From an optimization exercise on the open Yosys and OpenROAD flow, aimed at small area; shortcuts taken in it are not production practice. The RTL was checked by simulation tests, not by an equivalence proof against the original design. Power and IR drop assume default switching activity.

==> run a: inputs <==
Design bank_serializer, start of the top module:
module bank_serializer #(
    parameter int DATA_WIDTH = 16,
    parameter int NUM_BANKS  = 40,
    parameter int OUT_WIDTH  = 1
) (
    input  logic                            clk,
    input  logic                            reset_n,
    input  logic [NUM_BANKS*DATA_WIDTH-1:0] s_data,
    input  logic                            s_valid,
    output logic                            s_ready,
    output logic [OUT_WIDTH*DATA_WIDTH-1:0] m_data,
    output logic [OUT_WIDTH-1:0]            m_keep,
    output logic                            m_valid,
    input  logic                            m_ready,
    output logic                            m_last,
    output logic [15:0]                     frames_done
);
==> module bank_serializer, before the edit <==
module bank_serializer #(
    parameter int DATA_WIDTH = 16,
    parameter int NUM_BANKS  = 40,
    parameter int OUT_WIDTH  = 1
) (
    input  logic                            clk,
    input  logic                            reset_n,
    input  logic [NUM_BANKS*DATA_WIDTH-1:0] s_data,
    input  logic                            s_valid,
    output logic                            s_ready,
    output logic [OUT_WIDTH*DATA_WIDTH-1:0] m_data,
    output logic [OUT_WIDTH-1:0]            m_keep,
    output logic                            m_valid,
    input  logic                            m_ready,
    output logic                            m_last,
    output logic [15:0]                     frames_done
);
    localparam int BEAT_W = $clog2(NUM_BANKS);
    localparam logic [BEAT_W-1:0] LAST_BEAT = BEAT_W'(NUM_BANKS - 1);
    logic [NUM_BANKS-1:0][DATA_WIDTH-1:0] x_reg, y_reg;
    logic              x_full;    
    logic              y_full;    
    logic              y_off;     
    logic              x_pol;     
    logic              y_pol;     
    logic [BEAT_W-1:0] beat;
    logic [15:0]       frames_done_reg;
    logic in_hs, out_hs, last_hs, is_last, xfer, y_shift, y_hold;
    assign s_ready     = !(x_full && y_full);
    assign m_valid     = x_full || y_full;
    assign m_keep      = m_valid;
    assign is_last     = (beat == LAST_BEAT);
    assign m_last      = m_valid && is_last;
    assign frames_done = frames_done_reg;
    assign in_hs   = s_valid && s_ready;
    assign out_hs  = m_valid && m_ready;
    assign last_hs = out_hs && is_last;
    assign xfer    = x_full && (!y_full || last_hs);
    assign y_shift = !xfer && out_hs;
    assign y_hold  = !xfer && !out_hs;
    always_ff @(posedge clk or negedge reset_n) begin
        if (!reset_n) begin
            x_full          <= 1'b0;
            y_full          <= 1'b0;
            y_off           <= 1'b0;
            x_pol           <= 1'b0;
            y_pol           <= 1'b0;
            beat            <= '0;
            frames_done_reg <= '0;
        end else begin
            x_full <= in_hs || (x_full && !xfer);
            y_full <= xfer || (y_full && !last_hs);
            x_pol  <= in_hs || !x_pol;
            y_pol  <= xfer ? !x_pol : !y_pol;
            if (xfer) y_off <= !y_full && out_hs;
            if (last_hs) begin
                beat            <= '0;
                frames_done_reg <= frames_done_reg + 16'd1;
            end else if (out_hs) begin
                beat <= beat + 1'b1;
            end
        end
    end
    logic x_ld_n;
    assign x_ld_n = !in_hs;
    generate
        for (genvar b = 0; b < NUM_BANKS; b++) begin : g_bank
            bs_xbank #(.W(DATA_WIDTH)) u_x (
                .clk(clk), .d(s_data[b*DATA_WIDTH +: DATA_WIDTH]),
                .ld(in_hs), .ld_n(x_ld_n), .q(x_reg[b]));
            bs_ybank #(.W(DATA_WIDTH)) u_y (
                .clk(clk), .x(x_reg[b]),
                .nxt(b == NUM_BANKS - 1 ? y_reg[b] : y_reg[(b + 1) % NUM_BANKS]),
                .t(xfer), .s(b == NUM_BANKS - 1 ? 1'b0 : y_shift),
                .h(b == NUM_BANKS - 1 ? !xfer : y_hold), .q(y_reg[b]));
        end
    endgenerate
    always_comb begin
        if (y_full) m_data = (y_off ? y_reg[1] : y_reg[0]) ^ {DATA_WIDTH{y_pol}};
        else if (x_full) m_data = x_reg[0] ^ {DATA_WIDTH{x_pol}};
        else m_data = '0;
    end
endmodule
==> flow/config.mk <==
export PLATFORM = sky130hd
export DESIGN_NAME = bank_serializer
export DESIGN_NICKNAME = bank_serializer
export VERILOG_FILES = /design/flow/design.v
export SDC_FILE = /design/flow/constraint.sdc
export NUM_CORES = 4
export LEC_CHECK = 0
export CAP_MARGIN = 20
export CORE_MARGIN = 2
export CORE_UTILIZATION = 40
export SETUP_SLACK_MARGIN = 0.2
export SLEW_MARGIN = 20
export SYNTH_HIERARCHICAL = 1
export SYNTH_MINIMUM_KEEP_SIZE = 0
==> flow/constraint.sdc <==
create_clock -name core_clock -period 7.0 [get_ports {clk}]
set_input_delay 1.4000 -clock core_clock [delete_from_list [all_inputs] [get_ports {clk}]]
set_output_delay 1.4000 -clock core_clock [all_outputs]
set_load 0.01 [all_outputs]
run.sh (not shown) runs the stock make flow with config.mk's settings and CLKGATE_MAP_FILE= SYNTH_SCRIPT=/design/flow/synth_recipe.tcl, a recipe that flattens the netlist after the stock synthesis.
==> run b (differences from run a) <==
--- a/flow/design.v
+++ b/flow/design.v
@@ -18,5 +18,6 @@
     localparam int BEAT_W = $clog2(NUM_BANKS);
     localparam logic [BEAT_W-1:0] LAST_BEAT = BEAT_W'(NUM_BANKS - 1);
-    logic [NUM_BANKS-1:0][DATA_WIDTH-1:0] x_reg, y_reg;
+    localparam int DW = DATA_WIDTH;
+    logic [NUM_BANKS*DW-1:0] x_reg, y_reg;
     logic              x_full;    
     logic              y_full;    
@@ -43,7 +44,4 @@
             x_full          <= 1'b0;
             y_full          <= 1'b0;
-            y_off           <= 1'b0;
-            x_pol           <= 1'b0;
-            y_pol           <= 1'b0;
             beat            <= '0;
             frames_done_reg <= '0;
@@ -51,7 +49,4 @@
             x_full <= in_hs || (x_full && !xfer);
             y_full <= xfer || (y_full && !last_hs);
-            x_pol  <= in_hs || !x_pol;
-            y_pol  <= xfer ? !x_pol : !y_pol;
-            if (xfer) y_off <= !y_full && out_hs;
             if (last_hs) begin
                 beat            <= '0;
@@ -62,22 +57,31 @@
         end
     end
+    always_ff @(posedge clk) begin
+        x_pol <= in_hs || !x_pol;
+        y_pol <= xfer ? !x_pol : !y_pol;
+        if (xfer) y_off <= !y_full && out_hs;
+    end
     logic x_ld_n;
     assign x_ld_n = !in_hs;
     generate
         for (genvar b = 0; b < NUM_BANKS; b++) begin : g_bank
-            bs_xbank #(.W(DATA_WIDTH)) u_x (
-                .clk(clk), .d(s_data[b*DATA_WIDTH +: DATA_WIDTH]),
-                .ld(in_hs), .ld_n(x_ld_n), .q(x_reg[b]));
-            bs_ybank #(.W(DATA_WIDTH)) u_y (
-                .clk(clk), .x(x_reg[b]),
-                .nxt(b == NUM_BANKS - 1 ? y_reg[b] : y_reg[(b + 1) % NUM_BANKS]),
-                .t(xfer), .s(b == NUM_BANKS - 1 ? 1'b0 : y_shift),
-                .h(b == NUM_BANKS - 1 ? !xfer : y_hold), .q(y_reg[b]));
+            localparam int NB = (b == NUM_BANKS - 1) ? b : b + 1;
+            bs_xbank #(.W(DW)) u_x (
+                .clk(clk), .d(s_data[b*DW +: DW]),
+                .ld(in_hs), .ld_n(x_ld_n), .q(x_reg[b*DW +: DW]));
+            bs_ybank #(.W(DW)) u_y (
+                .clk(clk), .x(x_reg[b*DW +: DW]), .nxt(y_reg[NB*DW +: DW]),
+                .t(xfer), .s(y_shift), .h(y_hold), .q(y_reg[b*DW +: DW]));
         end
     endgenerate
-    always_comb begin
-        if (y_full) m_data = (y_off ? y_reg[1] : y_reg[0]) ^ {DATA_WIDTH{y_pol}};
-        else if (x_full) m_data = x_reg[0] ^ {DATA_WIDTH{x_pol}};
-        else m_data = '0;
+    logic sel_y0, sel_y1, sel_x0, out_inv;
+    assign sel_y0  = y_full && !y_off;
+    assign sel_y1  = y_full && y_off;
+    assign sel_x0  = !y_full && x_full;
+    assign out_inv = y_full ? !y_pol : (x_full ? !x_pol : 1'b1);
+    for (genvar i = 0; i < DW; i++) begin : g_out
+        bs_obit u_o (
+            .a(y_reg[i]), .b(y_reg[DW + i]), .c(x_reg[i]),
+            .sa(sel_y0), .sb(sel_y1), .sc(sel_x0), .inv(out_inv), .q(m_data[i]));
     end
 endmodule
@@ -130,2 +134,14 @@
     always_ff @(posedge clk) q <= ~((x & t) | (nxt & s) | (q & h));
 endmodule
+module bs_obit (
+    input  logic a,
+    input  logic b,
+    input  logic c,
+    input  logic sa,
+    input  logic sb,
+    input  logic sc,
+    input  logic inv,
+    output logic q
+);
+    assign q = !((a & sa) | (b & sb) | (c & sc)) ^ inv;
+endmodule
==> flow/flow/run.sh (new file) <==
#!/bin/bash
# Own layout flow: the standard ORFS flow (standard.sh) with two changes:
#  - buffer_ports gives every input and output port the smallest buffer
#    (sky130_fd_sc_hd__buf_1) instead of the delay buffer it picks by default;
#  - clock tree synthesis uses clkbuf_8 on sink clusters of at most 16
#    flip-flops within 70 um, and inserts no dummy loads.
# The ORFS tools' own logs stay under orfs/logs; make's output goes to standard.log.
set -euo pipefail
export BUFFER_PORTS_ARGS="-buffer_cell sky130_fd_sc_hd__buf_1"
export CTS_ARGS="-sink_clustering_enable -repair_clock_nets -buf_list sky130_fd_sc_hd__clkbuf_8 -sink_clustering_size 16 -sink_clustering_max_diameter 70 -dont_use_dummy_load"
bash standard.sh > standard.log 2>&1
==> flow/standard.sh (new file) <==
#!/bin/bash
# synth_recipe.tcl (not shown) runs the flow's synth.tcl, then flattens the netlist and writes it again
# the make line also repeats each setting of config.mk as NAME=value (left out here)
make -C /OpenROAD-flow-scripts/flow DESIGN_CONFIG=/design/flow/config.mk WORK_HOME=/design/flow/orfs CLKGATE_MAP_FILE= SYNTH_SCRIPT=/design/flow/synth_recipe.tcl "${@:-finish}"
- CELL_PAD_IN_SITES_DETAIL_PLACEMENT: not set -> 1
- CELL_PAD_IN_SITES_GLOBAL_PLACEMENT: not set -> 1
- CTS_BUF_LIST: not set -> sky130_fd_sc_hd__clkbuf_8
- CTS_CLUSTER_DIAMETER: not set -> 70
- CTS_CLUSTER_SIZE: not set -> 16
removed: flow/run.sh
==> comparison <==
- Run b completed without violations. Run a passed the timing, design-rule and antenna checks.
- Between run a and run b, the lower core utilization is in run b (gap 8.1 points).
- In run a the register-to-register slack is worse than in run b, by 0.66 ns.
- Against run a, the critical path depth of run b is higher by 1.
- Against run a, the hold slack of run b is worse by 0.029 ns.
- In flip-flop and latch count, run b and run a do not differ.
- Against run a, the final cell count of run b is lower by 3.6%.
- Between run a and run b, the lower cell area is in run b (gap 18%, measured against run b).
- Of run b and run a, run b has the higher via count (gap 0.38%, measured against run a).
- Between run a and run b, the lower sequential share of layout area is in run a (gap 9.1 points).
- Area after synthesis: run b is smaller than run a (0.88%).
- In run b the first-iteration DRC count is smaller than in run a, by about 10%.
==> figures <==
item	run a	run b
Fraction of the mapped netlist area in simple logic gates	0.009330	0.008216
Total power divided by cell area	385.7 nW/um^2	368.8 nW/um^2
Clock root cell	sky130_fd_sc_hd__clkbuf_16	sky130_fd_sc_hd__clkbuf_8
Total area of multi-input combinational cells	11670 um^2	11360 um^2
Clock buffers	201	93
Final Cycle Share	0.6650	0.5859
Chip width	312.0 um	310.7 um
Fraction of synthesized cell area taken by the top area cell type	0.6752	0.6823
Worst R2R End	g_bank[39].u_y.g_bit[12].u_b.q$_DFF_P_	g_bank[5].u_x.g_bit[9].u_b.q$_DFF_P_
Routing usage on met3	0.06118	0.06805
Cts bufs inserted	133	93
Outcome	complete, no violations	complete, no violations
Setup Slack @ Placement	2.180 ns	2.791 ns
Proportion of synthesized area in mux cells	0.004781	0.0005654
Core box area	93610 um^2	93330 um^2
Post-Route Utilization	0.5481	0.4669
Maximum number of pins on one net before global-route repair	231	228
Critical path arrival	3.26 ns	2.70 ns
Met2 routed wirelength	52.94 mm	57.64 mm
Worst Max-Slew Pin Slew	1.165 ns	1.201 ns
Post-Route WL	110.1 mm	118.8 mm
Cells after DPL	4739	4670
Area occupied by registers	26300 um^2	26300 um^2

==> what the ideal ports hide <==
No port has a modelled driver above. Below, the same layouts with a new extraction and two added sets of constraints.
Step 1 assumes that a clkbuf_16 drives the clock port and a buf_2 every other input.
Step 2 moves the port delays by t, midway between the first and last clock arrival at a register: inputs arrive t later, outputs are due t later. That takes back most of the time a late clock gives input paths.
Three values: ideal, step 1, step 2; two values: the first two.
run | t (ns) | setup WS [ns] | latest minus earliest clock arrival (ns) | worst slew at a driven data input, ns | cell pins on the clock port's net
run a | 0.794 | 2.345 / 2.276 / 1.945 | 0.024 / 0.025 | 0.14 | 1
run b | 0.793 | 2.899 / 2.834 / 2.756 | 0.064 / 0.063 | 0.17 | 1
After both steps every run listed still meets setup and hold. The setup slack of run a, which loses most, moves by -0.069 ns with the drivers and by -0.400 ns with both steps.
